This design comes from an exercise in tuning for small area and a short achievable clock period on the open sky130 flow, not from production work.
The RTL was checked by simulation tests, not by an equivalence proof against the original design.

==> flow/design.v, too long to show whole: its modules and the start of the top module <==
// module mesh_ctrl: 74 lines
// module pd_counter: 20 lines
// module phase_detector: 61 lines
// module loop_filter: 144 lines
// module mesh_node: 49 lines
// module nco: 60 lines
// module err_sum3: 179 lines
// module err_sum2: 140 lines
// module err_sum2o: 144 lines
// module p_mul11: 230 lines
// module i_mul11: 309 lines
// module p_mul10: 214 lines
// module i_mul10: 293 lines
// module adpll_mesh_top: 108 lines
module adpll_mesh_top
(
    input  wire                          clk258_x,
    input  wire                          rst_n_i,
    input  wire                          cfg_req_i,
    input  wire                          cfg_we_i,
    input  wire [4-1:0]  cfg_addr_i,
    input  wire [16-1:0]  cfg_wdata_i,
    output logic                         cfg_ack_o,
    output logic [16-1:0] cfg_rdata_o,
    input  wire                          ref_i,      
    output logic [3:0]                   gen_o,      
    output logic [3:0]                   div8_o
);
  // ...
==> flow/flow/run.sh <==
#!/bin/bash
# Standard layout, with timing repair aimed below the clock period: the repair
# steps (floorplan, CTS, global route) keep working on every path slower than
# the clock period less SETUP_SLACK_MARGIN. The constraints are unchanged.
set -euo pipefail
bash standard.sh SETUP_SLACK_MARGIN=9.5 finish > standard_flow.log 2>&1
==> flow/standard.sh <==
#!/bin/bash
# synth_recipe.tcl (not shown) runs the flow's synth.tcl, then flattens the netlist and writes it again
# the make line also repeats each setting of config.mk as NAME=value (left out here)
make -C /OpenROAD-flow-scripts/flow DESIGN_CONFIG=/design/flow/config.mk WORK_HOME=/design/flow/orfs CLKGATE_MAP_FILE= SYNTH_SCRIPT=/design/flow/synth_recipe.tcl "${@:-finish}"
==> flow/config.mk <==
export PLATFORM = sky130hd
export DESIGN_NAME = adpll_mesh_top
export DESIGN_NICKNAME = adpll_mesh_top
export VERILOG_FILES = /design/flow/design.v
export SDC_FILE = /design/flow/constraint.sdc
export NUM_CORES = 4
export LEC_CHECK = 0
export CAP_MARGIN = 20
export CORE_MARGIN = 2
export CORE_UTILIZATION = 55
export SLEW_MARGIN = 20
==> flow/constraint.sdc <==
create_clock -name core_clock -period 15.0 [get_ports {clk258_x}]
set_input_delay 3.0000 -clock core_clock [delete_from_list [all_inputs] [get_ports {clk258_x}]]
set_output_delay 3.0000 -clock core_clock [all_outputs]
set_load 0.01 [all_outputs]
==> run summary, run 1 <==
status=finished clean; Final clock-cell share=3.848%; Most Frequent Cell on Critical Path=fa_1; routed wl met3=roughly 19 mm; WHS Endpoint=u_ctrl.cfg_ack_o; FF/Latch Area=15270 µm²; largest family of logic cells by synthesized area=compound AO/OA/AOI/OAI gates; top cells by count, synth=a21oi_1 (802), inv_1 (723), nand2_1 (601); total track usage=between 30% and 40%; Rel. slew slack=14.76%; grt met3 use=6.206%; Hold Path Cell Cnt=0; post-synthesis compound-gate area fraction=between 20% and 30%; Worst Tran Pin Value=around 1.3 ns; busiest grt layer=met2; xor-xnor portion of the synthesized cell area=slightly below 4%; post-synthesis adder-cell area fraction=22.81%; Inverters=730; post-CTS sizing=around 510; comb_multi_in=between 5000 and 6000; Synth Instances=between 7000 and 8000; largest area contributor in the netlist=dfrtp_1; area growth from synthesis to layout=19.03%
==> module mesh_ctrl, before the edit <==
module mesh_ctrl
(
    input  wire                          clk258_x,
    input  wire                          rst_n_i,
    input  wire                          cfg_req_i,
    input  wire                          cfg_we_i,
    input  wire [4-1:0]  cfg_addr_i,
    input  wire [16-1:0]  cfg_wdata_i,
    output logic                         cfg_ack_o,
    output logic [16-1:0] cfg_rdata_o,
    output adpll_cfg_pkg::gain_t         gains_o,
    output adpll_cfg_pkg::weight_t       weights_11_o,
    output adpll_cfg_pkg::weight_t       weights_12_o,
    output adpll_cfg_pkg::weight_t       weights_21_o,
    output adpll_cfg_pkg::weight_t       weights_22_o,
    output logic                         enable_o
);
    logic                     req_q;
    logic                     accept;
    adpll_cfg_pkg::cfg_word_u wr_word;
    adpll_cfg_pkg::cfg_word_u rd_word;
    assign accept  = req_q & ~cfg_ack_o;     
    assign wr_word = cfg_wdata_i;
    always_comb
    begin
        rd_word = '0;
        case (cfg_addr_i)
            4'd0: rd_word.gain   = cfg_we_i ? wr_word.gain : gains_o;
            4'd1:  rd_word.weight = cfg_we_i ? wr_word.weight : weights_11_o;
            4'd2:  rd_word.weight = cfg_we_i ? wr_word.weight : weights_12_o;
            4'd3:  rd_word.weight = cfg_we_i ? wr_word.weight : weights_21_o;
            4'd4:  rd_word.weight = cfg_we_i ? wr_word.weight : weights_22_o;
            4'd5: rd_word = {{(16-1){1'b0}},
                                         cfg_we_i ? cfg_wdata_i[0] : enable_o};
            default:          rd_word = '0;     
        endcase
    end
    always_ff @(posedge clk258_x or negedge rst_n_i)
    begin
        if (!rst_n_i)
        begin
            req_q        <= 1'b0;
            cfg_ack_o    <= 1'b0;
            cfg_rdata_o  <= '0;
            gains_o      <= '0;
            weights_11_o <= {4'd2, 4'd0, 4'd1, 4'd1};
            weights_12_o <= {4'd2, 4'd0, 4'd0, 4'd2};
            weights_21_o <= {4'd0, 4'd2, 4'd2, 4'd0};
            weights_22_o <= {4'd2, 4'd2, 4'd0, 4'd0};
            enable_o     <= 1'b0;
        end
        else
        begin
            req_q     <= cfg_req_i;
            cfg_ack_o <= req_q;                  
            if (accept)
                cfg_rdata_o <= rd_word;
            else if (!req_q)
                cfg_rdata_o <= '0;
            if (accept && cfg_we_i)
            begin
                case (cfg_addr_i)
                    4'd0: gains_o      <= wr_word.gain;
                    4'd1:  weights_11_o <= wr_word.weight;
                    4'd2:  weights_12_o <= wr_word.weight;
                    4'd3:  weights_21_o <= wr_word.weight;
                    4'd4:  weights_22_o <= wr_word.weight;
                    4'd5: enable_o     <= cfg_wdata_i[0];
                    default:          ;
                endcase
            end
        end
    end
endmodule
==> module err_sum3, before the edit <==
module err_sum3
(
    input  wire [3:0] w0,
    input  wire [4:0] e0,
    input  wire [6:0] t0,
    input  wire [3:0] w1,
    input  wire [4:0] e1,
    input  wire [6:0] t1,
    input  wire [3:0] w2,
    input  wire [4:0] e2,
    input  wire [6:0] t2,
    output logic [10:0] s_o
);
    wire d00_1 = w0[0] & ~w0[1];
    wire d00_2 = ~w0[0] & w0[1];
    wire d00_3 = w0[0] & w0[1];
    wire r00_0 = (d00_1 & e0[0]) | (d00_2 & 1'b0) | (d00_3 & t0[0]);
    wire r00_1 = (d00_1 & e0[1]) | (d00_2 & e0[0]) | (d00_3 & t0[1]);
    wire r00_2 = (d00_1 & e0[2]) | (d00_2 & e0[1]) | (d00_3 & t0[2]);
    wire r00_3 = (d00_1 & e0[3]) | (d00_2 & e0[2]) | (d00_3 & t0[3]);
    wire r00_4 = (d00_1 & e0[4]) | (d00_2 & e0[3]) | (d00_3 & t0[4]);
    wire r00_5 = (d00_1 & e0[4]) | (d00_2 & e0[4]) | (d00_3 & t0[5]);
    wire r00_6 = (d00_1 & e0[4]) | (d00_2 & e0[4]) | (d00_3 & t0[6]);
    wire d01_1 = w0[2] & ~w0[3];
    wire d01_2 = ~w0[2] & w0[3];
    wire d01_3 = w0[2] & w0[3];
    wire r01_0 = (d01_1 & e0[0]) | (d01_2 & 1'b0) | (d01_3 & t0[0]);
    wire r01_1 = (d01_1 & e0[1]) | (d01_2 & e0[0]) | (d01_3 & t0[1]);
    wire r01_2 = (d01_1 & e0[2]) | (d01_2 & e0[1]) | (d01_3 & t0[2]);
    wire r01_3 = (d01_1 & e0[3]) | (d01_2 & e0[2]) | (d01_3 & t0[3]);
    wire r01_4 = (d01_1 & e0[4]) | (d01_2 & e0[3]) | (d01_3 & t0[4]);
    wire r01_5 = (d01_1 & e0[4]) | (d01_2 & e0[4]) | (d01_3 & t0[5]);
    wire r01_6 = (d01_1 & e0[4]) | (d01_2 & e0[4]) | (d01_3 & t0[6]);
    wire d10_1 = w1[0] & ~w1[1];
    wire d10_2 = ~w1[0] & w1[1];
    wire d10_3 = w1[0] & w1[1];
    wire r10_0 = (d10_1 & e1[0]) | (d10_2 & 1'b0) | (d10_3 & t1[0]);
    wire r10_1 = (d10_1 & e1[1]) | (d10_2 & e1[0]) | (d10_3 & t1[1]);
    wire r10_2 = (d10_1 & e1[2]) | (d10_2 & e1[1]) | (d10_3 & t1[2]);
    wire r10_3 = (d10_1 & e1[3]) | (d10_2 & e1[2]) | (d10_3 & t1[3]);
    wire r10_4 = (d10_1 & e1[4]) | (d10_2 & e1[3]) | (d10_3 & t1[4]);
    wire r10_5 = (d10_1 & e1[4]) | (d10_2 & e1[4]) | (d10_3 & t1[5]);
    wire r10_6 = (d10_1 & e1[4]) | (d10_2 & e1[4]) | (d10_3 & t1[6]);
    wire d11_1 = w1[2] & ~w1[3];
    wire d11_2 = ~w1[2] & w1[3];
    wire d11_3 = w1[2] & w1[3];
    wire r11_0 = (d11_1 & e1[0]) | (d11_2 & 1'b0) | (d11_3 & t1[0]);
    wire r11_1 = (d11_1 & e1[1]) | (d11_2 & e1[0]) | (d11_3 & t1[1]);
    wire r11_2 = (d11_1 & e1[2]) | (d11_2 & e1[1]) | (d11_3 & t1[2]);
    wire r11_3 = (d11_1 & e1[3]) | (d11_2 & e1[2]) | (d11_3 & t1[3]);
    wire r11_4 = (d11_1 & e1[4]) | (d11_2 & e1[3]) | (d11_3 & t1[4]);
    wire r11_5 = (d11_1 & e1[4]) | (d11_2 & e1[4]) | (d11_3 & t1[5]);
    wire r11_6 = (d11_1 & e1[4]) | (d11_2 & e1[4]) | (d11_3 & t1[6]);
    wire d20_1 = w2[0] & ~w2[1];
    wire d20_2 = ~w2[0] & w2[1];
    wire d20_3 = w2[0] & w2[1];
    wire r20_0 = (d20_1 & e2[0]) | (d20_2 & 1'b0) | (d20_3 & t2[0]);
    wire r20_1 = (d20_1 & e2[1]) | (d20_2 & e2[0]) | (d20_3 & t2[1]);
    wire r20_2 = (d20_1 & e2[2]) | (d20_2 & e2[1]) | (d20_3 & t2[2]);
    wire r20_3 = (d20_1 & e2[3]) | (d20_2 & e2[2]) | (d20_3 & t2[3]);
    wire r20_4 = (d20_1 & e2[4]) | (d20_2 & e2[3]) | (d20_3 & t2[4]);
    wire r20_5 = (d20_1 & e2[4]) | (d20_2 & e2[4]) | (d20_3 & t2[5]);
    wire r20_6 = (d20_1 & e2[4]) | (d20_2 & e2[4]) | (d20_3 & t2[6]);
    wire d21_1 = w2[2] & ~w2[3];
    wire d21_2 = ~w2[2] & w2[3];
    wire d21_3 = w2[2] & w2[3];
    wire r21_0 = (d21_1 & e2[0]) | (d21_2 & 1'b0) | (d21_3 & t2[0]);
    wire r21_1 = (d21_1 & e2[1]) | (d21_2 & e2[0]) | (d21_3 & t2[1]);
    wire r21_2 = (d21_1 & e2[2]) | (d21_2 & e2[1]) | (d21_3 & t2[2]);
    wire r21_3 = (d21_1 & e2[3]) | (d21_2 & e2[2]) | (d21_3 & t2[3]);
    wire r21_4 = (d21_1 & e2[4]) | (d21_2 & e2[3]) | (d21_3 & t2[4]);
    wire r21_5 = (d21_1 & e2[4]) | (d21_2 & e2[4]) | (d21_3 & t2[5]);
    wire r21_6 = (d21_1 & e2[4]) | (d21_2 & e2[4]) | (d21_3 & t2[6]);
    logic s_t1;
    logic s_t2;
    assign s_t1 = (r00_2) ^ (r01_0) ^ (r10_2);
    assign s_t2 = ((r00_2) & (r01_0)) | ((r00_2) & (r10_2)) | ((r01_0) & (r10_2));
    logic s_t3;
    logic s_t4;
    assign s_t3 = (r00_3) ^ (r01_1) ^ (r10_3);
    assign s_t4 = ((r00_3) & (r01_1)) | ((r00_3) & (r10_3)) | ((r01_1) & (r10_3));
    logic s_t5;
    logic s_t6;
    assign s_t5 = (r11_1) ^ (r20_3);
    assign s_t6 = (r11_1) & (r20_3);
    logic s_t7;
    logic s_t8;
    assign s_t7 = (r00_4) ^ (r01_2) ^ (r10_4);
    assign s_t8 = ((r00_4) & (r01_2)) | ((r00_4) & (r10_4)) | ((r01_2) & (r10_4));
    logic s_t9;
    logic s_t10;
    assign s_t9 = (r11_2) ^ (r20_4) ^ (r21_2);
    assign s_t10 = ((r11_2) & (r20_4)) | ((r11_2) & (r21_2)) | ((r20_4) & (r21_2));
    logic s_t11;
    logic s_t12;
    assign s_t11 = (r00_5) ^ (r01_3) ^ (r10_5);
    assign s_t12 = ((r00_5) & (r01_3)) | ((r00_5) & (r10_5)) | ((r01_3) & (r10_5));
    logic s_t13;
    logic s_t14;
    assign s_t13 = (r11_3) ^ (r20_5) ^ (r21_3);
    assign s_t14 = ((r11_3) & (r20_5)) | ((r11_3) & (r21_3)) | ((r20_5) & (r21_3));
    logic s_t15;
    logic s_t16;
    assign s_t15 = (r01_4) ^ ~(r10_6) ^ (r11_4);
    assign s_t16 = ((r01_4) & ~(r10_6)) | ((r01_4) & (r11_4)) | (~(r10_6) & (r11_4));
    logic s_t17;
    logic s_t18;
    assign s_t17 = ~(r20_6) ^ (r21_4) ^ (r00_6);
    assign s_t18 = (~(r20_6) & (r21_4)) | (~(r20_6) & (r00_6)) | ((r21_4) & (r00_6));
    logic s_t19;
    logic s_t20;
    assign s_t19 = (r01_5) ^ (r11_5) ^ (r21_5);
    assign s_t20 = ((r01_5) & (r11_5)) | ((r01_5) & (r21_5)) | ((r11_5) & (r21_5));
    logic s_t21;
    logic s_t22;
    assign s_t21 = (r11_0) ^ (r20_2);
    assign s_t22 = (r11_0) & (r20_2);
    logic s_t23;
    logic s_t24;
    assign s_t23 = (r21_1) ^ s_t2 ^ s_t3;
    assign s_t24 = ((r21_1) & s_t2) | ((r21_1) & s_t3) | (s_t2 & s_t3);
    logic s_t25;
    logic s_t26;
    assign s_t25 = s_t4 ^ s_t6 ^ s_t7;
    assign s_t26 = (s_t4 & s_t6) | (s_t4 & s_t7) | (s_t6 & s_t7);
    logic s_t27;
    logic s_t28;
    assign s_t27 = s_t8 ^ s_t10 ^ s_t11;
    assign s_t28 = (s_t8 & s_t10) | (s_t8 & s_t11) | (s_t10 & s_t11);
    logic s_t29;
    logic s_t30;
    assign s_t29 = s_t12 ^ s_t14 ^ s_t15;
    assign s_t30 = (s_t12 & s_t14) | (s_t12 & s_t15) | (s_t14 & s_t15);
    logic s_t31;
    logic s_t32;
    assign s_t31 = ~(r00_6) ^ s_t16 ^ s_t18;
    assign s_t32 = (~(r00_6) & s_t16) | (~(r00_6) & s_t18) | (s_t16 & s_t18);
    logic s_t33;
    logic s_t34;
    assign s_t33 = ~(r01_6) ^ ~(r11_6) ^ ~(r21_6);
    assign s_t34 = (~(r01_6) & ~(r11_6)) | (~(r01_6) & ~(r21_6)) | (~(r11_6) & ~(r21_6));
    logic s_t35;
    logic s_t36;
    assign s_t35 = (r00_0) ^ (r10_0);
    assign s_t36 = (r00_0) & (r10_0);
    logic s_t37;
    logic s_t38;
    assign s_t37 = (r00_1) ^ (r10_1) ^ (r20_1);
    assign s_t38 = ((r00_1) & (r10_1)) | ((r00_1) & (r20_1)) | ((r10_1) & (r20_1));
    logic s_t39;
    logic s_t40;
    assign s_t39 = (r21_0) ^ s_t1 ^ s_t21;
    assign s_t40 = ((r21_0) & s_t1) | ((r21_0) & s_t21) | (s_t1 & s_t21);
    logic s_t41;
    logic s_t42;
    assign s_t41 = s_t5 ^ s_t22 ^ s_t23;
    assign s_t42 = (s_t5 & s_t22) | (s_t5 & s_t23) | (s_t22 & s_t23);
    logic s_t43;
    logic s_t44;
    assign s_t43 = s_t9 ^ s_t24 ^ s_t25;
    assign s_t44 = (s_t9 & s_t24) | (s_t9 & s_t25) | (s_t24 & s_t25);
    logic s_t45;
    logic s_t46;
    assign s_t45 = s_t13 ^ s_t26 ^ s_t27;
    assign s_t46 = (s_t13 & s_t26) | (s_t13 & s_t27) | (s_t26 & s_t27);
    logic s_t47;
    logic s_t48;
    assign s_t47 = s_t17 ^ s_t28 ^ s_t29;
    assign s_t48 = (s_t17 & s_t28) | (s_t17 & s_t29) | (s_t28 & s_t29);
    logic s_t49;
    logic s_t50;
    assign s_t49 = s_t19 ^ s_t30 ^ s_t31;
    assign s_t50 = (s_t19 & s_t30) | (s_t19 & s_t31) | (s_t30 & s_t31);
    logic s_t51;
    logic s_t52;
    assign s_t51 = s_t20 ^ s_t32 ^ s_t33;
    assign s_t52 = (s_t20 & s_t32) | (s_t20 & s_t33) | (s_t32 & s_t33);
    assign s_o = {1'b1, s_t34, s_t50, s_t48, s_t46, s_t44, s_t42, s_t40, s_t38, s_t36, (r20_0)} + {1'b0, s_t52, s_t51, s_t49, s_t47, s_t45, s_t43, s_t41, s_t39, s_t37, s_t35};
endmodule
==> module err_sum2, before the edit <==
module err_sum2
(
    input  wire [3:0] w0,
    input  wire [4:0] e0,
    input  wire [6:0] t0,
    input  wire [3:0] w1,
    input  wire [4:0] e1,
    input  wire [6:0] t1,
    output logic [9:0] s_o
);
    wire d00_1 = w0[0] & ~w0[1];
    wire d00_2 = ~w0[0] & w0[1];
    wire d00_3 = w0[0] & w0[1];
    wire r00_0 = (d00_1 & e0[0]) | (d00_2 & 1'b0) | (d00_3 & t0[0]);
    wire r00_1 = (d00_1 & e0[1]) | (d00_2 & e0[0]) | (d00_3 & t0[1]);
    wire r00_2 = (d00_1 & e0[2]) | (d00_2 & e0[1]) | (d00_3 & t0[2]);
    wire r00_3 = (d00_1 & e0[3]) | (d00_2 & e0[2]) | (d00_3 & t0[3]);
    wire r00_4 = (d00_1 & e0[4]) | (d00_2 & e0[3]) | (d00_3 & t0[4]);
    wire r00_5 = (d00_1 & e0[4]) | (d00_2 & e0[4]) | (d00_3 & t0[5]);
    wire r00_6 = (d00_1 & e0[4]) | (d00_2 & e0[4]) | (d00_3 & t0[6]);
    wire d01_1 = w0[2] & ~w0[3];
    wire d01_2 = ~w0[2] & w0[3];
    wire d01_3 = w0[2] & w0[3];
    wire r01_0 = (d01_1 & e0[0]) | (d01_2 & 1'b0) | (d01_3 & t0[0]);
    wire r01_1 = (d01_1 & e0[1]) | (d01_2 & e0[0]) | (d01_3 & t0[1]);
    wire r01_2 = (d01_1 & e0[2]) | (d01_2 & e0[1]) | (d01_3 & t0[2]);
    wire r01_3 = (d01_1 & e0[3]) | (d01_2 & e0[2]) | (d01_3 & t0[3]);
    wire r01_4 = (d01_1 & e0[4]) | (d01_2 & e0[3]) | (d01_3 & t0[4]);
    wire r01_5 = (d01_1 & e0[4]) | (d01_2 & e0[4]) | (d01_3 & t0[5]);
    wire r01_6 = (d01_1 & e0[4]) | (d01_2 & e0[4]) | (d01_3 & t0[6]);
    wire d10_1 = w1[0] & ~w1[1];
    wire d10_2 = ~w1[0] & w1[1];
    wire d10_3 = w1[0] & w1[1];
    wire r10_0 = (d10_1 & e1[0]) | (d10_2 & 1'b0) | (d10_3 & t1[0]);
    wire r10_1 = (d10_1 & e1[1]) | (d10_2 & e1[0]) | (d10_3 & t1[1]);
    wire r10_2 = (d10_1 & e1[2]) | (d10_2 & e1[1]) | (d10_3 & t1[2]);
    wire r10_3 = (d10_1 & e1[3]) | (d10_2 & e1[2]) | (d10_3 & t1[3]);
    wire r10_4 = (d10_1 & e1[4]) | (d10_2 & e1[3]) | (d10_3 & t1[4]);
    wire r10_5 = (d10_1 & e1[4]) | (d10_2 & e1[4]) | (d10_3 & t1[5]);
    wire r10_6 = (d10_1 & e1[4]) | (d10_2 & e1[4]) | (d10_3 & t1[6]);
    wire d11_1 = w1[2] & ~w1[3];
    wire d11_2 = ~w1[2] & w1[3];
    wire d11_3 = w1[2] & w1[3];
    wire r11_0 = (d11_1 & e1[0]) | (d11_2 & 1'b0) | (d11_3 & t1[0]);
    wire r11_1 = (d11_1 & e1[1]) | (d11_2 & e1[0]) | (d11_3 & t1[1]);
    wire r11_2 = (d11_1 & e1[2]) | (d11_2 & e1[1]) | (d11_3 & t1[2]);
    wire r11_3 = (d11_1 & e1[3]) | (d11_2 & e1[2]) | (d11_3 & t1[3]);
    wire r11_4 = (d11_1 & e1[4]) | (d11_2 & e1[3]) | (d11_3 & t1[4]);
    wire r11_5 = (d11_1 & e1[4]) | (d11_2 & e1[4]) | (d11_3 & t1[5]);
    wire r11_6 = (d11_1 & e1[4]) | (d11_2 & e1[4]) | (d11_3 & t1[6]);
    logic s_t1;
    logic s_t2;
    assign s_t1 = (r00_2) ^ (r01_0);
    assign s_t2 = (r00_2) & (r01_0);
    logic s_t3;
    logic s_t4;
    assign s_t3 = (r00_3) ^ (r01_1) ^ ~(d01_3);
    assign s_t4 = ((r00_3) & (r01_1)) | ((r00_3) & ~(d01_3)) | ((r01_1) & ~(d01_3));
    logic s_t5;
    logic s_t6;
    assign s_t5 = (r10_3) ^ (r11_1);
    assign s_t6 = (r10_3) & (r11_1);
    logic s_t7;
    logic s_t8;
    assign s_t7 = (r00_4) ^ (r01_2) ^ (r10_4);
    assign s_t8 = ((r00_4) & (r01_2)) | ((r00_4) & (r10_4)) | ((r01_2) & (r10_4));
    logic s_t9;
    logic s_t10;
    assign s_t9 = (r11_2) ^ 1'b1;
    assign s_t10 = (r11_2) & 1'b1;
    logic s_t11;
    logic s_t12;
    assign s_t11 = (r00_5) ^ (r01_3) ^ (r10_5);
    assign s_t12 = ((r00_5) & (r01_3)) | ((r00_5) & (r10_5)) | ((r01_3) & (r10_5));
    logic s_t13;
    logic s_t14;
    assign s_t13 = (r11_3) ^ 1'b1;
    assign s_t14 = (r11_3) & 1'b1;
    logic s_t15;
    logic s_t16;
    assign s_t15 = (r01_4) ^ ~(r10_6) ^ (r11_4);
    assign s_t16 = ((r01_4) & ~(r10_6)) | ((r01_4) & (r11_4)) | (~(r10_6) & (r11_4));
    logic s_t17;
    logic s_t18;
    assign s_t17 = (r10_2) ^ (r11_0);
    assign s_t18 = (r10_2) & (r11_0);
    logic s_t19;
    logic s_t20;
    assign s_t19 = ~(d00_3) ^ s_t2 ^ s_t3;
    assign s_t20 = (~(d00_3) & s_t2) | (~(d00_3) & s_t3) | (s_t2 & s_t3);
    logic s_t21;
    logic s_t22;
    assign s_t21 = s_t4 ^ s_t6 ^ s_t7;
    assign s_t22 = (s_t4 & s_t6) | (s_t4 & s_t7) | (s_t6 & s_t7);
    logic s_t23;
    logic s_t24;
    assign s_t23 = s_t8 ^ s_t10 ^ s_t11;
    assign s_t24 = (s_t8 & s_t10) | (s_t8 & s_t11) | (s_t10 & s_t11);
    logic s_t25;
    logic s_t26;
    assign s_t25 = (r00_6) ^ s_t12 ^ s_t14;
    assign s_t26 = ((r00_6) & s_t12) | ((r00_6) & s_t14) | (s_t12 & s_t14);
    logic s_t27;
    logic s_t28;
    assign s_t27 = (r01_5) ^ (r11_5) ^ ~(r00_6);
    assign s_t28 = ((r01_5) & (r11_5)) | ((r01_5) & ~(r00_6)) | ((r11_5) & ~(r00_6));
    logic s_t29;
    logic s_t30;
    assign s_t29 = (r00_1) ^ (r10_1);
    assign s_t30 = (r00_1) & (r10_1);
    logic s_t31;
    logic s_t32;
    assign s_t31 = (d00_3) ^ s_t1 ^ s_t17;
    assign s_t32 = ((d00_3) & s_t1) | ((d00_3) & s_t17) | (s_t1 & s_t17);
    logic s_t33;
    logic s_t34;
    assign s_t33 = s_t5 ^ s_t18 ^ s_t19;
    assign s_t34 = (s_t5 & s_t18) | (s_t5 & s_t19) | (s_t18 & s_t19);
    logic s_t35;
    logic s_t36;
    assign s_t35 = s_t9 ^ s_t20 ^ s_t21;
    assign s_t36 = (s_t9 & s_t20) | (s_t9 & s_t21) | (s_t20 & s_t21);
    logic s_t37;
    logic s_t38;
    assign s_t37 = s_t13 ^ s_t22 ^ s_t23;
    assign s_t38 = (s_t13 & s_t22) | (s_t13 & s_t23) | (s_t22 & s_t23);
    logic s_t39;
    logic s_t40;
    assign s_t39 = s_t15 ^ s_t24 ^ s_t25;
    assign s_t40 = (s_t15 & s_t24) | (s_t15 & s_t25) | (s_t24 & s_t25);
    logic s_t41;
    logic s_t42;
    assign s_t41 = s_t16 ^ s_t26 ^ s_t27;
    assign s_t42 = (s_t16 & s_t26) | (s_t16 & s_t27) | (s_t26 & s_t27);
    logic s_t43;
    logic s_t44;
    assign s_t43 = ~(r11_6) ^ (r01_6) ^ s_t28;
    assign s_t44 = (~(r11_6) & (r01_6)) | (~(r11_6) & s_t28) | ((r01_6) & s_t28);
    assign s_o = {~(r01_6), s_t42, s_t40, s_t38, s_t36, s_t34, s_t32, s_t30, (d00_3), (r00_0)} + {s_t44, s_t43, s_t41, s_t39, s_t37, s_t35, s_t33, s_t31, s_t29, (r10_0)};
endmodule
==> module err_sum2o, before the edit <==
module err_sum2o
(
    input  wire [3:0] w0,
    input  wire [4:0] e0,
    input  wire [6:0] t0,
    input  wire [3:0] w1,
    input  wire [4:0] e1,
    input  wire [6:0] t1,
    output logic [9:0] s_o
);
    wire d00_1 = w0[0] & ~w0[1];
    wire d00_2 = ~w0[0] & w0[1];
    wire d00_3 = w0[0] & w0[1];
    wire r00_0 = (d00_1 & e0[0]) | (d00_2 & 1'b0) | (d00_3 & t0[0]);
    wire r00_1 = (d00_1 & e0[1]) | (d00_2 & e0[0]) | (d00_3 & t0[1]);
    wire r00_2 = (d00_1 & e0[2]) | (d00_2 & e0[1]) | (d00_3 & t0[2]);
    wire r00_3 = (d00_1 & e0[3]) | (d00_2 & e0[2]) | (d00_3 & t0[3]);
    wire r00_4 = (d00_1 & e0[4]) | (d00_2 & e0[3]) | (d00_3 & t0[4]);
    wire r00_5 = (d00_1 & e0[4]) | (d00_2 & e0[4]) | (d00_3 & t0[5]);
    wire r00_6 = (d00_1 & e0[4]) | (d00_2 & e0[4]) | (d00_3 & t0[6]);
    wire d01_1 = w0[2] & ~w0[3];
    wire d01_2 = ~w0[2] & w0[3];
    wire d01_3 = w0[2] & w0[3];
    wire r01_0 = (d01_1 & e0[0]) | (d01_2 & 1'b0) | (d01_3 & t0[0]);
    wire r01_1 = (d01_1 & e0[1]) | (d01_2 & e0[0]) | (d01_3 & t0[1]);
    wire r01_2 = (d01_1 & e0[2]) | (d01_2 & e0[1]) | (d01_3 & t0[2]);
    wire r01_3 = (d01_1 & e0[3]) | (d01_2 & e0[2]) | (d01_3 & t0[3]);
    wire r01_4 = (d01_1 & e0[4]) | (d01_2 & e0[3]) | (d01_3 & t0[4]);
    wire r01_5 = (d01_1 & e0[4]) | (d01_2 & e0[4]) | (d01_3 & t0[5]);
    wire r01_6 = (d01_1 & e0[4]) | (d01_2 & e0[4]) | (d01_3 & t0[6]);
    wire d10_1 = w1[0] & ~w1[1];
    wire d10_2 = ~w1[0] & w1[1];
    wire d10_3 = w1[0] & w1[1];
    wire r10_0 = (d10_1 & e1[0]) | (d10_2 & 1'b0) | (d10_3 & t1[0]);
    wire r10_1 = (d10_1 & e1[1]) | (d10_2 & e1[0]) | (d10_3 & t1[1]);
    wire r10_2 = (d10_1 & e1[2]) | (d10_2 & e1[1]) | (d10_3 & t1[2]);
    wire r10_3 = (d10_1 & e1[3]) | (d10_2 & e1[2]) | (d10_3 & t1[3]);
    wire r10_4 = (d10_1 & e1[4]) | (d10_2 & e1[3]) | (d10_3 & t1[4]);
    wire r10_5 = (d10_1 & e1[4]) | (d10_2 & e1[4]) | (d10_3 & t1[5]);
    wire r10_6 = (d10_1 & e1[4]) | (d10_2 & e1[4]) | (d10_3 & t1[6]);
    wire d11_1 = w1[2] & ~w1[3];
    wire d11_2 = ~w1[2] & w1[3];
    wire d11_3 = w1[2] & w1[3];
    wire r11_0 = (d11_1 & e1[0]) | (d11_2 & 1'b0) | (d11_3 & t1[0]);
    wire r11_1 = (d11_1 & e1[1]) | (d11_2 & e1[0]) | (d11_3 & t1[1]);
    wire r11_2 = (d11_1 & e1[2]) | (d11_2 & e1[1]) | (d11_3 & t1[2]);
    wire r11_3 = (d11_1 & e1[3]) | (d11_2 & e1[2]) | (d11_3 & t1[3]);
    wire r11_4 = (d11_1 & e1[4]) | (d11_2 & e1[3]) | (d11_3 & t1[4]);
    wire r11_5 = (d11_1 & e1[4]) | (d11_2 & e1[4]) | (d11_3 & t1[5]);
    wire r11_6 = (d11_1 & e1[4]) | (d11_2 & e1[4]) | (d11_3 & t1[6]);
    logic s_t1;
    logic s_t2;
    assign s_t1 = (r00_2) ^ (r01_0);
    assign s_t2 = (r00_2) & (r01_0);
    logic s_t3;
    logic s_t4;
    assign s_t3 = (r00_3) ^ (r01_1) ^ (r10_3);
    assign s_t4 = ((r00_3) & (r01_1)) | ((r00_3) & (r10_3)) | ((r01_1) & (r10_3));
    logic s_t5;
    logic s_t6;
    assign s_t5 = (r11_1) ^ ~(d11_3);
    assign s_t6 = (r11_1) & ~(d11_3);
    logic s_t7;
    logic s_t8;
    assign s_t7 = (r00_4) ^ (r01_2) ^ (r10_4);
    assign s_t8 = ((r00_4) & (r01_2)) | ((r00_4) & (r10_4)) | ((r01_2) & (r10_4));
    logic s_t9;
    logic s_t10;
    assign s_t9 = (r11_2) ^ ~(d01_3);
    assign s_t10 = (r11_2) & ~(d01_3);
    logic s_t11;
    logic s_t12;
    assign s_t11 = (r00_5) ^ (r01_3) ^ (r10_5);
    assign s_t12 = ((r00_5) & (r01_3)) | ((r00_5) & (r10_5)) | ((r01_3) & (r10_5));
    logic s_t13;
    logic s_t14;
    assign s_t13 = (r11_3) ^ 1'b1;
    assign s_t14 = (r11_3) & 1'b1;
    logic s_t15;
    logic s_t16;
    assign s_t15 = (r01_4) ^ ~(r10_6) ^ (r11_4);
    assign s_t16 = ((r01_4) & ~(r10_6)) | ((r01_4) & (r11_4)) | (~(r10_6) & (r11_4));
    logic s_t17;
    logic s_t18;
    assign s_t17 = (r00_1) ^ ~(d00_3);
    assign s_t18 = (r00_1) & ~(d00_3);
    logic s_t19;
    logic s_t20;
    assign s_t19 = (r10_2) ^ (r11_0) ^ 1'b1;
    assign s_t20 = ((r10_2) & (r11_0)) | ((r10_2) & 1'b1) | ((r11_0) & 1'b1);
    logic s_t21;
    logic s_t22;
    assign s_t21 = (d01_3) ^ s_t2 ^ s_t3;
    assign s_t22 = ((d01_3) & s_t2) | ((d01_3) & s_t3) | (s_t2 & s_t3);
    logic s_t23;
    logic s_t24;
    assign s_t23 = s_t4 ^ s_t6 ^ s_t7;
    assign s_t24 = (s_t4 & s_t6) | (s_t4 & s_t7) | (s_t6 & s_t7);
    logic s_t25;
    logic s_t26;
    assign s_t25 = s_t8 ^ s_t10 ^ s_t11;
    assign s_t26 = (s_t8 & s_t10) | (s_t8 & s_t11) | (s_t10 & s_t11);
    logic s_t27;
    logic s_t28;
    assign s_t27 = (r00_6) ^ s_t12 ^ s_t14;
    assign s_t28 = ((r00_6) & s_t12) | ((r00_6) & s_t14) | (s_t12 & s_t14);
    logic s_t29;
    logic s_t30;
    assign s_t29 = (r01_5) ^ (r11_5) ^ ~(r00_6);
    assign s_t30 = ((r01_5) & (r11_5)) | ((r01_5) & ~(r00_6)) | ((r11_5) & ~(r00_6));
    logic s_t31;
    logic s_t32;
    assign s_t31 = (r10_1) ^ ~(d10_3);
    assign s_t32 = (r10_1) & ~(d10_3);
    logic s_t33;
    logic s_t34;
    assign s_t33 = s_t1 ^ s_t18 ^ s_t19;
    assign s_t34 = (s_t1 & s_t18) | (s_t1 & s_t19) | (s_t18 & s_t19);
    logic s_t35;
    logic s_t36;
    assign s_t35 = s_t5 ^ s_t20 ^ s_t21;
    assign s_t36 = (s_t5 & s_t20) | (s_t5 & s_t21) | (s_t20 & s_t21);
    logic s_t37;
    logic s_t38;
    assign s_t37 = s_t9 ^ s_t22 ^ s_t23;
    assign s_t38 = (s_t9 & s_t22) | (s_t9 & s_t23) | (s_t22 & s_t23);
    logic s_t39;
    logic s_t40;
    assign s_t39 = s_t13 ^ s_t24 ^ s_t25;
    assign s_t40 = (s_t13 & s_t24) | (s_t13 & s_t25) | (s_t24 & s_t25);
    logic s_t41;
    logic s_t42;
    assign s_t41 = s_t15 ^ s_t26 ^ s_t27;
    assign s_t42 = (s_t15 & s_t26) | (s_t15 & s_t27) | (s_t26 & s_t27);
    logic s_t43;
    logic s_t44;
    assign s_t43 = s_t16 ^ s_t28 ^ s_t29;
    assign s_t44 = (s_t16 & s_t28) | (s_t16 & s_t29) | (s_t28 & s_t29);
    logic s_t45;
    logic s_t46;
    assign s_t45 = ~(r11_6) ^ (r01_6) ^ s_t30;
    assign s_t46 = (~(r11_6) & (r01_6)) | (~(r11_6) & s_t30) | ((r01_6) & s_t30);
    assign s_o = {~(r01_6), s_t44, s_t42, s_t40, s_t38, s_t36, s_t34, s_t32, s_t17, (r00_0)} + {s_t46, s_t45, s_t43, s_t41, s_t39, s_t37, s_t35, s_t33, s_t31, (r10_0)};
endmodule
==> module adpll_mesh_top, before the edit <==
module adpll_mesh_top
(
    input  wire                          clk258_x,
    input  wire                          rst_n_i,
    input  wire                          cfg_req_i,
    input  wire                          cfg_we_i,
    input  wire [4-1:0]  cfg_addr_i,
    input  wire [16-1:0]  cfg_wdata_i,
    output logic                         cfg_ack_o,
    output logic [16-1:0] cfg_rdata_o,
    input  wire                          ref_i,      
    output logic [3:0]                   gen_o,      
    output logic [3:0]                   div8_o
);
    adpll_cfg_pkg::gain_t     gains;
    adpll_cfg_pkg::weight_t   w11;
    adpll_cfg_pkg::weight_t   w12;
    adpll_cfg_pkg::weight_t   w21;
    adpll_cfg_pkg::weight_t   w22;
    logic                     enable;
    logic [3:0]               fb_rise;
    logic                     ref_q;
    logic                     ref_rise;
    logic [7:0]               cnt_ref;      
    logic [7:0]               cnt_11;       
    logic [7:0]               cnt_12;
    logic [7:0]               cnt_21;
    adpll_sig_pkg::pdet_err_t e11_left;
    logic [6:0]               e11_left3;
    adpll_sig_pkg::pdet_err_t e12_left;
    logic [6:0]               e12_left3;
    adpll_sig_pkg::pdet_err_t e21_above;
    logic [6:0]               e21_above3;
    adpll_sig_pkg::pdet_err_t e22_left;
    logic [6:0]               e22_left3;
    adpll_sig_pkg::pdet_err_t e22_above;
    logic [6:0]               e22_above3;
    logic [10:0]              s11;
    logic [9:0]               s12;
    logic [9:0]               s21;
    logic [9:0]               s22;
    mesh_ctrl u_ctrl (
        .clk258_x     (clk258_x),
        .rst_n_i      (rst_n_i),
        .cfg_req_i    (cfg_req_i),
        .cfg_we_i     (cfg_we_i),
        .cfg_addr_i   (cfg_addr_i),
        .cfg_wdata_i  (cfg_wdata_i),
        .cfg_ack_o    (cfg_ack_o),
        .cfg_rdata_o  (cfg_rdata_o),
        .gains_o      (gains),
        .weights_11_o (w11),
        .weights_12_o (w12),
        .weights_21_o (w21),
        .weights_22_o (w22),
        .enable_o     (enable)
    );
    always_ff @(posedge clk258_x or negedge rst_n_i)
    begin
        if (!rst_n_i)
            ref_q <= 1'b0;
        else if (!enable)
            ref_q <= 1'b0;
        else
            ref_q <= ref_i;
    end
    assign ref_rise = ref_i & ~ref_q;
    pd_counter u_cnt_ref (.clk258_x (clk258_x), .rst_n_i (rst_n_i), .enable_i (enable),
                          .ref_rise_i (ref_rise),   .cnt_o (cnt_ref));
    pd_counter u_cnt_11  (.clk258_x (clk258_x), .rst_n_i (rst_n_i), .enable_i (enable),
                          .ref_rise_i (fb_rise[0]), .cnt_o (cnt_11));
    pd_counter u_cnt_12  (.clk258_x (clk258_x), .rst_n_i (rst_n_i), .enable_i (enable),
                          .ref_rise_i (fb_rise[1]), .cnt_o (cnt_12));
    pd_counter u_cnt_21  (.clk258_x (clk258_x), .rst_n_i (rst_n_i), .enable_i (enable),
                          .ref_rise_i (fb_rise[2]), .cnt_o (cnt_21));
    phase_detector u_pd_11_left (.clk258_x (clk258_x), .rst_n_i (rst_n_i), .enable_i (enable),
        .ref_rise_i (ref_rise),   .fb_rise_i (fb_rise[0]), .cnt_i (cnt_ref), .err_o (e11_left),
        .err3_o (e11_left3));
    phase_detector #(.PLUS2(1'b1)) u_pd_12_left (.clk258_x (clk258_x), .rst_n_i (rst_n_i), .enable_i (enable),
        .ref_rise_i (fb_rise[0]), .fb_rise_i (fb_rise[1]), .cnt_i (cnt_11),  .err_o (e12_left),
        .err3_o (e12_left3));
    phase_detector #(.PLUS2(1'b1)) u_pd_21_above (.clk258_x (clk258_x), .rst_n_i (rst_n_i), .enable_i (enable),
        .ref_rise_i (fb_rise[0]), .fb_rise_i (fb_rise[2]), .cnt_i (cnt_11),  .err_o (e21_above),
        .err3_o (e21_above3));
    phase_detector #(.PLUS2(1'b1)) u_pd_22_left (.clk258_x (clk258_x), .rst_n_i (rst_n_i), .enable_i (enable),
        .ref_rise_i (fb_rise[2]), .fb_rise_i (fb_rise[3]), .cnt_i (cnt_21),  .err_o (e22_left),
        .err3_o (e22_left3));
    phase_detector #(.PLUS2(1'b1)) u_pd_22_above (.clk258_x (clk258_x), .rst_n_i (rst_n_i), .enable_i (enable),
        .ref_rise_i (fb_rise[1]), .fb_rise_i (fb_rise[3]), .cnt_i (cnt_12),  .err_o (e22_above),
        .err3_o (e22_above3));
    err_sum3  u_sum_11 (.w0 (w11.left),  .e0 (e11_left),   .t0 (e11_left3),
                        .w1 (w11.right), .e1 (~e12_left),  .t1 (~e12_left3),
                        .w2 (w11.below), .e2 (~e21_above), .t2 (~e21_above3), .s_o (s11));
    err_sum2  u_sum_12 (.w0 (w12.left),  .e0 (e12_left),   .t0 (e12_left3),
                        .w1 (w12.below), .e1 (~e22_above), .t1 (~e22_above3), .s_o (s12));
    err_sum2  u_sum_21 (.w0 (w21.above), .e0 (e21_above),  .t0 (e21_above3),
                        .w1 (w21.right), .e1 (~e22_left),  .t1 (~e22_left3),  .s_o (s21));
    err_sum2o u_sum_22 (.w0 (w22.left),  .e0 (e22_left),   .t0 (e22_left3),
                        .w1 (w22.above), .e1 (e22_above),  .t1 (e22_above3),  .s_o (s22));
    mesh_node #(.SW(11)) u_node_11 (.clk258_x (clk258_x), .rst_n_i (rst_n_i), .enable_i (enable),
        .err_sum_i (s11), .gains_i (gains), .gen_o (gen_o[0]), .div8_o (div8_o[0]), .fb_rise_o (fb_rise[0]));
    mesh_node #(.SW(10)) u_node_12 (.clk258_x (clk258_x), .rst_n_i (rst_n_i), .enable_i (enable),
        .err_sum_i (s12), .gains_i (gains), .gen_o (gen_o[1]), .div8_o (div8_o[1]), .fb_rise_o (fb_rise[1]));
    mesh_node #(.SW(10)) u_node_21 (.clk258_x (clk258_x), .rst_n_i (rst_n_i), .enable_i (enable),
        .err_sum_i (s21), .gains_i (gains), .gen_o (gen_o[2]), .div8_o (div8_o[2]), .fb_rise_o (fb_rise[2]));
    mesh_node #(.SW(10)) u_node_22 (.clk258_x (clk258_x), .rst_n_i (rst_n_i), .enable_i (enable),
        .err_sum_i (s22), .gains_i (gains), .gen_o (gen_o[3]), .div8_o (div8_o[3]), .fb_rise_o (fb_rise[3]));
endmodule
==> run 2: changes to the inputs <==
--- a/flow/design.v
+++ b/flow/design.v
@@ -40,6 +40,28 @@
     output adpll_cfg_pkg::weight_t       weights_21_o,
     output adpll_cfg_pkg::weight_t       weights_22_o,
+    output logic [23:0]                  digits_11_o,     
+    output logic [23:0]                  digits_12_o,
+    output logic [23:0]                  digits_21_o,
+    output logic [23:0]                  digits_22_o,
     output logic                         enable_o
 );
+    logic                     wr_en;
+    assign wr_en = accept & cfg_we_i;
+    weight_reg #(.RESET({4'd2, 4'd0, 4'd1, 4'd1}), .USED(4'b1011)) u_w11 (
+        .clk258_x (clk258_x), .rst_n_i (rst_n_i),
+        .we_i (wr_en && cfg_addr_i == 4'd1), .wdata_i (cfg_wdata_i),
+        .value_o (weights_11_o), .digits_o (digits_11_o));
+    weight_reg #(.RESET({4'd2, 4'd0, 4'd0, 4'd2}), .USED(4'b1001)) u_w12 (
+        .clk258_x (clk258_x), .rst_n_i (rst_n_i),
+        .we_i (wr_en && cfg_addr_i == 4'd2), .wdata_i (cfg_wdata_i),
+        .value_o (weights_12_o), .digits_o (digits_12_o));
+    weight_reg #(.RESET({4'd0, 4'd2, 4'd2, 4'd0}), .USED(4'b0110)) u_w21 (
+        .clk258_x (clk258_x), .rst_n_i (rst_n_i),
+        .we_i (wr_en && cfg_addr_i == 4'd3), .wdata_i (cfg_wdata_i),
+        .value_o (weights_21_o), .digits_o (digits_21_o));
+    weight_reg #(.RESET({4'd2, 4'd2, 4'd0, 4'd0}), .USED(4'b1100)) u_w22 (
+        .clk258_x (clk258_x), .rst_n_i (rst_n_i),
+        .we_i (wr_en && cfg_addr_i == 4'd4), .wdata_i (cfg_wdata_i),
+        .value_o (weights_22_o), .digits_o (digits_22_o));
     logic                     req_q;
     logic                     accept;
@@ -70,8 +92,4 @@
             cfg_rdata_o  <= '0;
             gains_o      <= '0;
-            weights_11_o <= {4'd2, 4'd0, 4'd1, 4'd1};
-            weights_12_o <= {4'd2, 4'd0, 4'd0, 4'd2};
-            weights_21_o <= {4'd0, 4'd2, 4'd2, 4'd0};
-            weights_22_o <= {4'd2, 4'd2, 4'd0, 4'd0};
             enable_o     <= 1'b0;
         end
@@ -88,8 +106,4 @@
                 case (cfg_addr_i)
                     4'd0: gains_o      <= wr_word.gain;
-                    4'd1:  weights_11_o <= wr_word.weight;
-                    4'd2:  weights_12_o <= wr_word.weight;
-                    4'd3:  weights_21_o <= wr_word.weight;
-                    4'd4:  weights_22_o <= wr_word.weight;
                     4'd5: enable_o     <= cfg_wdata_i[0];
                     default:          ;
@@ -99,4 +113,49 @@
     end
 endmodule
+module weight_reg #(
+    parameter logic [15:0] RESET = '0,
+    parameter logic [3:0]  USED  = '0
+)
+(
+    input  wire         clk258_x,
+    input  wire         rst_n_i,
+    input  wire         we_i,
+    input  wire  [15:0] wdata_i,
+    output logic [15:0] value_o,
+    output logic [23:0] digits_o
+);
+    function automatic logic [2:0] onehot(input logic [1:0] v);
+        onehot = {v[1] & v[0], v[1] & ~v[0], ~v[1] & v[0]};
+    endfunction
+    genvar n;
+    generate
+        for (n = 0; n < 4; n = n + 1) begin : g_nib
+            if (USED[n]) begin : g_dig
+                logic [5:0] d_q;
+                always_ff @(posedge clk258_x or negedge rst_n_i)
+                begin
+                    if (!rst_n_i)
+                        d_q <= {onehot(RESET[4*n+2 +: 2]), onehot(RESET[4*n +: 2])};
+                    else if (we_i)
+                        d_q <= {onehot(wdata_i[4*n+2 +: 2]), onehot(wdata_i[4*n +: 2])};
+                end
+                assign digits_o[6*n +: 6] = d_q;
+                assign value_o[4*n +: 4]  = {d_q[5] | d_q[4], d_q[5] | d_q[3],
+                                             d_q[2] | d_q[1], d_q[2] | d_q[0]};
+            end else begin : g_raw
+                logic [3:0] w_q;
+                always_ff @(posedge clk258_x or negedge rst_n_i)
+                begin
+                    if (!rst_n_i)
+                        w_q <= RESET[4*n +: 4];
+                    else if (we_i)
+                        w_q <= wdata_i[4*n +: 4];
+                end
+                assign value_o[4*n +: 4]  = w_q;
+                assign digits_o[6*n +: 6] = {onehot(w_q[3:2]), onehot(w_q[1:0])};
+            end
+        end
+    endgenerate
+endmodule
 `default_nettype wire
 `timescale 1ns/100ps
@@ -446,18 +505,18 @@
 module err_sum3
 (
-    input  wire [3:0] w0,
+    input  wire [5:0] h0,
     input  wire [4:0] e0,
     input  wire [6:0] t0,
-    input  wire [3:0] w1,
+    input  wire [5:0] h1,
     input  wire [4:0] e1,
     input  wire [6:0] t1,
-    input  wire [3:0] w2,
+    input  wire [5:0] h2,
     input  wire [4:0] e2,
     input  wire [6:0] t2,
     output logic [10:0] s_o
 );
-    wire d00_1 = w0[0] & ~w0[1];
-    wire d00_2 = ~w0[0] & w0[1];
-    wire d00_3 = w0[0] & w0[1];
+    wire d00_1 = h0[0];
+    wire d00_2 = h0[1];
+    wire d00_3 = h0[2];
     wire r00_0 = (d00_1 & e0[0]) | (d00_2 & 1'b0) | (d00_3 & t0[0]);
     wire r00_1 = (d00_1 & e0[1]) | (d00_2 & e0[0]) | (d00_3 & t0[1]);
@@ -467,7 +526,7 @@
     wire r00_5 = (d00_1 & e0[4]) | (d00_2 & e0[4]) | (d00_3 & t0[5]);
     wire r00_6 = (d00_1 & e0[4]) | (d00_2 & e0[4]) | (d00_3 & t0[6]);
-    wire d01_1 = w0[2] & ~w0[3];
-    wire d01_2 = ~w0[2] & w0[3];
-    wire d01_3 = w0[2] & w0[3];
+    wire d01_1 = h0[3];
+    wire d01_2 = h0[4];
+    wire d01_3 = h0[5];
     wire r01_0 = (d01_1 & e0[0]) | (d01_2 & 1'b0) | (d01_3 & t0[0]);
     wire r01_1 = (d01_1 & e0[1]) | (d01_2 & e0[0]) | (d01_3 & t0[1]);
@@ -477,7 +536,7 @@
     wire r01_5 = (d01_1 & e0[4]) | (d01_2 & e0[4]) | (d01_3 & t0[5]);
     wire r01_6 = (d01_1 & e0[4]) | (d01_2 & e0[4]) | (d01_3 & t0[6]);
-    wire d10_1 = w1[0] & ~w1[1];
-    wire d10_2 = ~w1[0] & w1[1];
-    wire d10_3 = w1[0] & w1[1];
+    wire d10_1 = h1[0];
+    wire d10_2 = h1[1];
+    wire d10_3 = h1[2];
     wire r10_0 = (d10_1 & e1[0]) | (d10_2 & 1'b0) | (d10_3 & t1[0]);
     wire r10_1 = (d10_1 & e1[1]) | (d10_2 & e1[0]) | (d10_3 & t1[1]);
@@ -487,7 +546,7 @@
     wire r10_5 = (d10_1 & e1[4]) | (d10_2 & e1[4]) | (d10_3 & t1[5]);
     wire r10_6 = (d10_1 & e1[4]) | (d10_2 & e1[4]) | (d10_3 & t1[6]);
-    wire d11_1 = w1[2] & ~w1[3];
-    wire d11_2 = ~w1[2] & w1[3];
-    wire d11_3 = w1[2] & w1[3];
+    wire d11_1 = h1[3];
+    wire d11_2 = h1[4];
+    wire d11_3 = h1[5];
     wire r11_0 = (d11_1 & e1[0]) | (d11_2 & 1'b0) | (d11_3 & t1[0]);
     wire r11_1 = (d11_1 & e1[1]) | (d11_2 & e1[0]) | (d11_3 & t1[1]);
@@ -497,7 +556,7 @@
     wire r11_5 = (d11_1 & e1[4]) | (d11_2 & e1[4]) | (d11_3 & t1[5]);
     wire r11_6 = (d11_1 & e1[4]) | (d11_2 & e1[4]) | (d11_3 & t1[6]);
-    wire d20_1 = w2[0] & ~w2[1];
-    wire d20_2 = ~w2[0] & w2[1];
-    wire d20_3 = w2[0] & w2[1];
+    wire d20_1 = h2[0];
+    wire d20_2 = h2[1];
+    wire d20_3 = h2[2];
     wire r20_0 = (d20_1 & e2[0]) | (d20_2 & 1'b0) | (d20_3 & t2[0]);
     wire r20_1 = (d20_1 & e2[1]) | (d20_2 & e2[0]) | (d20_3 & t2[1]);
@@ -507,7 +566,7 @@
     wire r20_5 = (d20_1 & e2[4]) | (d20_2 & e2[4]) | (d20_3 & t2[5]);
     wire r20_6 = (d20_1 & e2[4]) | (d20_2 & e2[4]) | (d20_3 & t2[6]);
-    wire d21_1 = w2[2] & ~w2[3];
-    wire d21_2 = ~w2[2] & w2[3];
-    wire d21_3 = w2[2] & w2[3];
+    wire d21_1 = h2[3];
+    wire d21_2 = h2[4];
+    wire d21_3 = h2[5];
     wire r21_0 = (d21_1 & e2[0]) | (d21_2 & 1'b0) | (d21_3 & t2[0]);
     wire r21_1 = (d21_1 & e2[1]) | (d21_2 & e2[0]) | (d21_3 & t2[1]);
@@ -625,15 +684,15 @@
 module err_sum2
 (
-    input  wire [3:0] w0,
+    input  wire [5:0] h0,
     input  wire [4:0] e0,
     input  wire [6:0] t0,
-    input  wire [3:0] w1,
+    input  wire [5:0] h1,
     input  wire [4:0] e1,
     input  wire [6:0] t1,
     output logic [9:0] s_o
 );
-    wire d00_1 = w0[0] & ~w0[1];
-    wire d00_2 = ~w0[0] & w0[1];
-    wire d00_3 = w0[0] & w0[1];
+    wire d00_1 = h0[0];
+    wire d00_2 = h0[1];
+    wire d00_3 = h0[2];
     wire r00_0 = (d00_1 & e0[0]) | (d00_2 & 1'b0) | (d00_3 & t0[0]);
     wire r00_1 = (d00_1 & e0[1]) | (d00_2 & e0[0]) | (d00_3 & t0[1]);
@@ -643,7 +702,7 @@
     wire r00_5 = (d00_1 & e0[4]) | (d00_2 & e0[4]) | (d00_3 & t0[5]);
     wire r00_6 = (d00_1 & e0[4]) | (d00_2 & e0[4]) | (d00_3 & t0[6]);
-    wire d01_1 = w0[2] & ~w0[3];
-    wire d01_2 = ~w0[2] & w0[3];
-    wire d01_3 = w0[2] & w0[3];
+    wire d01_1 = h0[3];
+    wire d01_2 = h0[4];
+    wire d01_3 = h0[5];
     wire r01_0 = (d01_1 & e0[0]) | (d01_2 & 1'b0) | (d01_3 & t0[0]);
     wire r01_1 = (d01_1 & e0[1]) | (d01_2 & e0[0]) | (d01_3 & t0[1]);
@@ -653,7 +712,7 @@
     wire r01_5 = (d01_1 & e0[4]) | (d01_2 & e0[4]) | (d01_3 & t0[5]);
     wire r01_6 = (d01_1 & e0[4]) | (d01_2 & e0[4]) | (d01_3 & t0[6]);
-    wire d10_1 = w1[0] & ~w1[1];
-    wire d10_2 = ~w1[0] & w1[1];
-    wire d10_3 = w1[0] & w1[1];
+    wire d10_1 = h1[0];
+    wire d10_2 = h1[1];
+    wire d10_3 = h1[2];
     wire r10_0 = (d10_1 & e1[0]) | (d10_2 & 1'b0) | (d10_3 & t1[0]);
     wire r10_1 = (d10_1 & e1[1]) | (d10_2 & e1[0]) | (d10_3 & t1[1]);
@@ -663,7 +722,7 @@
     wire r10_5 = (d10_1 & e1[4]) | (d10_2 & e1[4]) | (d10_3 & t1[5]);
     wire r10_6 = (d10_1 & e1[4]) | (d10_2 & e1[4]) | (d10_3 & t1[6]);
-    wire d11_1 = w1[2] & ~w1[3];
-    wire d11_2 = ~w1[2] & w1[3];
-    wire d11_3 = w1[2] & w1[3];
+    wire d11_1 = h1[3];
+    wire d11_2 = h1[4];
+    wire d11_3 = h1[5];
     wire r11_0 = (d11_1 & e1[0]) | (d11_2 & 1'b0) | (d11_3 & t1[0]);
     wire r11_1 = (d11_1 & e1[1]) | (d11_2 & e1[0]) | (d11_3 & t1[1]);
@@ -765,15 +824,15 @@
 module err_sum2o
 (
-    input  wire [3:0] w0,
+    input  wire [5:0] h0,
     input  wire [4:0] e0,
     input  wire [6:0] t0,
-    input  wire [3:0] w1,
+    input  wire [5:0] h1,
     input  wire [4:0] e1,
     input  wire [6:0] t1,
     output logic [9:0] s_o
 );
-    wire d00_1 = w0[0] & ~w0[1];
-    wire d00_2 = ~w0[0] & w0[1];
-    wire d00_3 = w0[0] & w0[1];
+    wire d00_1 = h0[0];
+    wire d00_2 = h0[1];
+    wire d00_3 = h0[2];
     wire r00_0 = (d00_1 & e0[0]) | (d00_2 & 1'b0) | (d00_3 & t0[0]);
     wire r00_1 = (d00_1 & e0[1]) | (d00_2 & e0[0]) | (d00_3 & t0[1]);
@@ -783,7 +842,7 @@
     wire r00_5 = (d00_1 & e0[4]) | (d00_2 & e0[4]) | (d00_3 & t0[5]);
     wire r00_6 = (d00_1 & e0[4]) | (d00_2 & e0[4]) | (d00_3 & t0[6]);
-    wire d01_1 = w0[2] & ~w0[3];
-    wire d01_2 = ~w0[2] & w0[3];
-    wire d01_3 = w0[2] & w0[3];
+    wire d01_1 = h0[3];
+    wire d01_2 = h0[4];
+    wire d01_3 = h0[5];
     wire r01_0 = (d01_1 & e0[0]) | (d01_2 & 1'b0) | (d01_3 & t0[0]);
     wire r01_1 = (d01_1 & e0[1]) | (d01_2 & e0[0]) | (d01_3 & t0[1]);
@@ -793,7 +852,7 @@
     wire r01_5 = (d01_1 & e0[4]) | (d01_2 & e0[4]) | (d01_3 & t0[5]);
     wire r01_6 = (d01_1 & e0[4]) | (d01_2 & e0[4]) | (d01_3 & t0[6]);
-    wire d10_1 = w1[0] & ~w1[1];
-    wire d10_2 = ~w1[0] & w1[1];
-    wire d10_3 = w1[0] & w1[1];
+    wire d10_1 = h1[0];
+    wire d10_2 = h1[1];
+    wire d10_3 = h1[2];
     wire r10_0 = (d10_1 & e1[0]) | (d10_2 & 1'b0) | (d10_3 & t1[0]);
     wire r10_1 = (d10_1 & e1[1]) | (d10_2 & e1[0]) | (d10_3 & t1[1]);
@@ -803,7 +862,7 @@
     wire r10_5 = (d10_1 & e1[4]) | (d10_2 & e1[4]) | (d10_3 & t1[5]);
     wire r10_6 = (d10_1 & e1[4]) | (d10_2 & e1[4]) | (d10_3 & t1[6]);
-    wire d11_1 = w1[2] & ~w1[3];
-    wire d11_2 = ~w1[2] & w1[3];
-    wire d11_3 = w1[2] & w1[3];
+    wire d11_1 = h1[3];
+    wire d11_2 = h1[4];
+    wire d11_3 = h1[5];
     wire r11_0 = (d11_1 & e1[0]) | (d11_2 & 1'b0) | (d11_3 & t1[0]);
     wire r11_1 = (d11_1 & e1[1]) | (d11_2 & e1[0]) | (d11_3 & t1[1]);
@@ -1976,4 +2035,5 @@
     adpll_cfg_pkg::weight_t   w22;
     logic                     enable;
+    logic [23:0]              d11, d12, d21, d22;     
     logic [3:0]               fb_rise;
     logic                     ref_q;
@@ -2011,4 +2071,8 @@
         .weights_21_o (w21),
         .weights_22_o (w22),
+        .digits_11_o  (d11),
+        .digits_12_o  (d12),
+        .digits_21_o  (d21),
+        .digits_22_o  (d22),
         .enable_o     (enable)
     );
@@ -2046,13 +2110,13 @@
         .ref_rise_i (fb_rise[1]), .fb_rise_i (fb_rise[3]), .cnt_i (cnt_12),  .err_o (e22_above),
         .err3_o (e22_above3));
-    err_sum3  u_sum_11 (.w0 (w11.left),  .e0 (e11_left),   .t0 (e11_left3),
-                        .w1 (w11.right), .e1 (~e12_left),  .t1 (~e12_left3),
-                        .w2 (w11.below), .e2 (~e21_above), .t2 (~e21_above3), .s_o (s11));
-    err_sum2  u_sum_12 (.w0 (w12.left),  .e0 (e12_left),   .t0 (e12_left3),
-                        .w1 (w12.below), .e1 (~e22_above), .t1 (~e22_above3), .s_o (s12));
-    err_sum2  u_sum_21 (.w0 (w21.above), .e0 (e21_above),  .t0 (e21_above3),
-                        .w1 (w21.right), .e1 (~e22_left),  .t1 (~e22_left3),  .s_o (s21));
-    err_sum2o u_sum_22 (.w0 (w22.left),  .e0 (e22_left),   .t0 (e22_left3),
-                        .w1 (w22.above), .e1 (e22_above),  .t1 (e22_above3),  .s_o (s22));
+    err_sum3  u_sum_11 (.h0 (d11[23:18]),  .e0 (e11_left),   .t0 (e11_left3),
+                        .h1 (d11[11:6]), .e1 (~e12_left),  .t1 (~e12_left3),
+                        .h2 (d11[5:0]), .e2 (~e21_above), .t2 (~e21_above3), .s_o (s11));
+    err_sum2  u_sum_12 (.h0 (d12[23:18]),  .e0 (e12_left),   .t0 (e12_left3),
+                        .h1 (d12[5:0]), .e1 (~e22_above), .t1 (~e22_above3), .s_o (s12));
+    err_sum2  u_sum_21 (.h0 (d21[17:12]), .e0 (e21_above),  .t0 (e21_above3),
+                        .h1 (d21[11:6]), .e1 (~e22_left),  .t1 (~e22_left3),  .s_o (s21));
+    err_sum2o u_sum_22 (.h0 (d22[23:18]),  .e0 (e22_left),   .t0 (e22_left3),
+                        .h1 (d22[17:12]), .e1 (e22_above),  .t1 (e22_above3),  .s_o (s22));
     mesh_node #(.SW(11)) u_node_11 (.clk258_x (clk258_x), .rst_n_i (rst_n_i), .enable_i (enable),
         .err_sum_i (s11), .gains_i (gains), .gen_o (gen_o[0]), .div8_o (div8_o[0]), .fb_rise_o (fb_rise[0]));
--- a/flow/flow/run.sh
+++ b/flow/flow/run.sh
@@ -4,3 +4,3 @@
 # the clock period less SETUP_SLACK_MARGIN. The constraints are unchanged.
 set -euo pipefail
-bash standard.sh SETUP_SLACK_MARGIN=9.5 finish > standard_flow.log 2>&1
+bash standard.sh SETUP_SLACK_MARGIN=9.0 finish > standard_flow.log 2>&1
--- a/flow/config.mk
+++ b/flow/config.mk
@@ -8,4 +8,4 @@
 export CAP_MARGIN = 20
 export CORE_MARGIN = 2
-export CORE_UTILIZATION = 55
+export CORE_UTILIZATION = 40
 export SLEW_MARGIN = 20
==> run 2 against run 1 <==
Effect of this change: area after synthesis is 0.85% higher; critical path depth is 1 lower; sequential share of layout area is 0.76 points higher; largest cell class unchanged.
==> run summary, run 2 <==
status=finished clean (unchanged); clock slew at reported path FFs=0.06 ns (about the same); die area=162500 µm² (was 117600 µm²); worst-case clock skew=0.08569 ns (was 0.02977 ns); area growth from synthesis to layout=17.16% (was 19.03%); DRT Pass-1 Iters=9 (unchanged); critical path class=flop to flop (unchanged); Post-DP HPWL=148.3 mm (was 144.1 mm); Worst Tran Pin Value=1.345 ns (was 1.274 ns); Tcrit/Tclk final=42.68% (was 42.03%); RSZ-0062 raised after global routing=yes (unchanged); clk buf depth=3 (unchanged); Layout Nets=8628 (was 8467); vias in the first global route=56810 (was 54880); post-synthesis sequential area ratio=24.56% (was 24.05%); final global-route overflow total=0 (unchanged); Slew Viols, Final=0 (unchanged); CP endpoint kind=flop (unchanged); critical path required time=15.69 ns (was 15.57 ns); commonest non-fill, non-tap cell in the layout=inv_1 (was a21oi_1); Place WS=7.995 ns (was 8.163 ns); final wirelength=219.7 mm (was 216.1 mm); Setup TNS Final=0 ns (unchanged); maxcap violations=0 (unchanged); Layout fillers=15080 (was 9534); Skew-Pair Late Insertion Delay=0.78 ns (was 0.72 ns); Synth Flop Type=dfrtp_1 (unchanged); num rows=146 (was 124); first-pass GRT wire length=336.3 mm (was 328.4 mm); Rel. slew slack=9.999% (was 14.76%); initial DRC count=6896 (was 6076); core area=158200 µm² (was 114200 µm²); fmax=156.2 MHz (was 158.6 MHz); routed via count=58730 (was 57820); Sink Count=672 (was 654); H-tree levels=3 (unchanged); Die X-Extent=403.1 µm (was 342.9 µm); EDFF count, synth=0 (unchanged); CTS buffer count=86 (was 82); Synth cell types=104 (was 100); TritonCTS clock tree=yes (unchanged); most frequent cells in the layout=inv_1 (786), nand2_1 (706), a21oi_1 (695), nor2_1 (554), o21ai_0 (516) (was a21oi_1 (684), inv_1 (614), nand2_1 (563), nor2_1 (480), o21ai_0 (435)); Remaining DRCs=0 (unchanged); IO buf count=49 (unchanged); total track usage=26.31% (was 35.78%); largest net degree at the start of global routing=156 (was 148); largest area contributor in the netlist=dfrtp_1 (unchanged); WL/cell=22.20 µm (was 23.55 µm); syn avg cell area=8.176 µm² (was 8.349 µm²); fin worst setup slack=8.599 ns (was 8.696 ns); Post-CTS Hold Fix Bufs=0 (unchanged); overall die height=403.1 µm (was 342.9 µm); HP Class=flop to flop (unchanged); Data arrival, critical path=7.09 ns (was 6.87 ns); asr flop ratio synth=64.58% (was 63.61%); GP Congestion=0.9395 (was 0.9256); most frequent cell after synthesis=inv_1 (was a21oi_1); Vias/cell=5.932 (was 6.301); IO Pins=50 (unchanged); final period demand of the worst path=6.401 ns (was 6.304 ns); Routed Antenna Nets=0 (unchanged); Synth Instances=7791 (was 7565); crit path launch type=flop (unchanged); Synth warnings=14 (was 10); clock root buffer=clkbuf_16 (unchanged); layout cell share with drive strength beyond 1=16.76% (was 21.22%); starting density of the core=40.27% (was 55.31%); Setup violations, final=0 (unchanged); Cell Area, Synth=63700 µm² (was 63160 µm²); top cells by count, synth=inv_1 (867), a21oi_1 (759), nand2_1 (736) (was a21oi_1 (802), inv_1 (723), nand2_1 (601)); Final Hold Fails=0 (unchanged); critical path peak fanout=6 (was 13); syn nets=8667 (was 8441); Seq cells post-synth=672 (was 654); initial antenna violation count=10 (unchanged); Area contributors post-synth=dfrtp_1 (17%), fa_1 (14%), ha_1 (7.7%) (was dfrtp_1 (16%), fa_1 (14%), ha_1 (7.8%)); top-area cell type share of the netlist area=16.54% (was 15.97%)
-- run 2: changes by cell type after synthesis, sizes merged, moves of 45 or more --
cell,previous run,this run
and2,104,44
mux2i,94,35
a222oi,18,63
a22o,91,39
o21ai,492,555
mux2,164,83
inv,724,869
nand2,602,736
nor2,509,579
maj3,33,86
a22oi,100,46
-- run 2: worst paths after layout --
kind	to	slack, ns	from	cells after the start
max in group asynchronous	u_node_22.u_filter.ctrl_q[4]	10.75	rst_n_i	3
max	u_node_21.u_filter.ph_b_q[6]	8.60	u_pd_22_left.err3_o[4]	23
max reg2reg	u_node_21.u_filter.ph_b_q[6]	8.60	u_pd_22_left.err3_o[4]	23
min reg2reg	u_node_12.u_filter.xh_b_q[12]	0.40	u_node_12.u_filter.integ_q[18]	0
min in group asynchronous	u_node_12.u_filter.ctrl_q[9]	2.20	rst_n_i	1
min	u_node_12.u_filter.xh_b_q[12]	0.40	u_node_12.u_filter.integ_q[18]	0
-- run 2: repair_timing --
action | in CTS | in global routing
setup endpoints to repair | 168 | 164
endpoints found under the hold margin | 0 | 0
gates resized for setup | 372 | 402
setup buffers | 165 | 74
pin swaps | 176 | 217
gates cloned | 18 | 11
-- run 2: cells by family after synthesis --
family	after synthesis	synth area share (%)
AND/OR/NAND/NOR	1863	12.79
buffers and inverters	1462	8.674
XOR/XNOR	279	3.836
flip-flops	672	24.56
adder cells (fa/ha/maj)	937	23.46
AO/OA/AOI/OAI	2460	24.65
multiplexers	118	2.043
-- run 2: cell type report --
cell class	instances	area [µm²]	share of cell area [%]
Inverter	875	3296	4.416
Tap cell	2072	2592	3.474
Clock buffer	125	2521	3.378
Clock inverter	37	551.8	0.7393
Multi-Input combinational cell	5659	45380	60.81
Antenna cell	1	2.502	0.003353
Sequential cell	672	15720	21.06
Timing Repair Buffer	458	4566	6.118
-- run 2: layer usage --
metal / vias to the layer above / share of wire [%] / global-route usage (%)
met3: 596 / 8.8 / 4.914
met1: 28520 / 42 / 35.36
li1: 26950 / - / -
met5: - / 0.019 / 0
met2: 2649 / 44 / 40.94
met4: 6 / 5.0 / 12.36
-- run 2: metrics by stage --
| step | util, % | hold slack, ns | cell area, µm² | std cells |
|---|---|---|---|---|
| floorplan | - | 0.3624 | 63920 | 7791 |
| global placement | 41.75 | 0.3768 | 66050 | 9468 |
| detailed placement | 41.75 | 0.3873 | 66050 | 9468 |
| CTS | 45.67 | 0.3987 | 72250 | 9813 |
| global route | 47.17 | 0.4084 | 74630 | 9898 |
| finish | 47.18 | 0.3984 | 74630 | 9899 |
-- run 2: worst max-delay path: stages (launching register included) --
cell and delay (ns):
dfrtp_1 0.37, inv_2 0.05, a222oi_1 0.83, fa_1 0.59
fa_1 0.49, inv_1 0.05, fa_1 0.52, ha_4 0.22
buf_12 0.12, a21oi_4 0.12, o21bai_1 0.09, a21oi_2 0.20
mux2i_2 0.36, nor2_4 0.08, buf_12 0.16, buf_8 0.13
buf_4 0.14, nand2_4 0.06, o211a_1 0.17, o22ai_2 0.10
fa_2 0.40, fa_2 0.53, inv_2 0.04, fa_2 0.51

## re-timing with driven ports
No port has a modelled driver above. Below, the same layouts with a new extraction and two added sets of constraints. Step 1 assumes that a clkbuf_16 drives the clock port and a buf_2 every other input. Step 2 adds t to the input delays and takes it off the output delays; t is the mean of the earliest and latest rising clock arrival at the registers after step 1. Input paths then give back, and output paths get back, about the clock's delay inside the block. a / b / c = ideal ports / drivers / drivers and shift; a / b = the first two.
run	shift t [ns]	setup WS [ns]	hold slack, ns	clock arrival spread, ns	cell pins on the clock port's net
run 1	0.784	8.696 / 8.696 / 8.696	0.381 / 0.381 / 0.381	0.038 / 0.037	1
run 2	0.823	8.599 / 8.599 / 8.599	0.398 / 0.398 / 0.398	0.090 / 0.090	1
After both steps setup and hold are still met in every run listed.
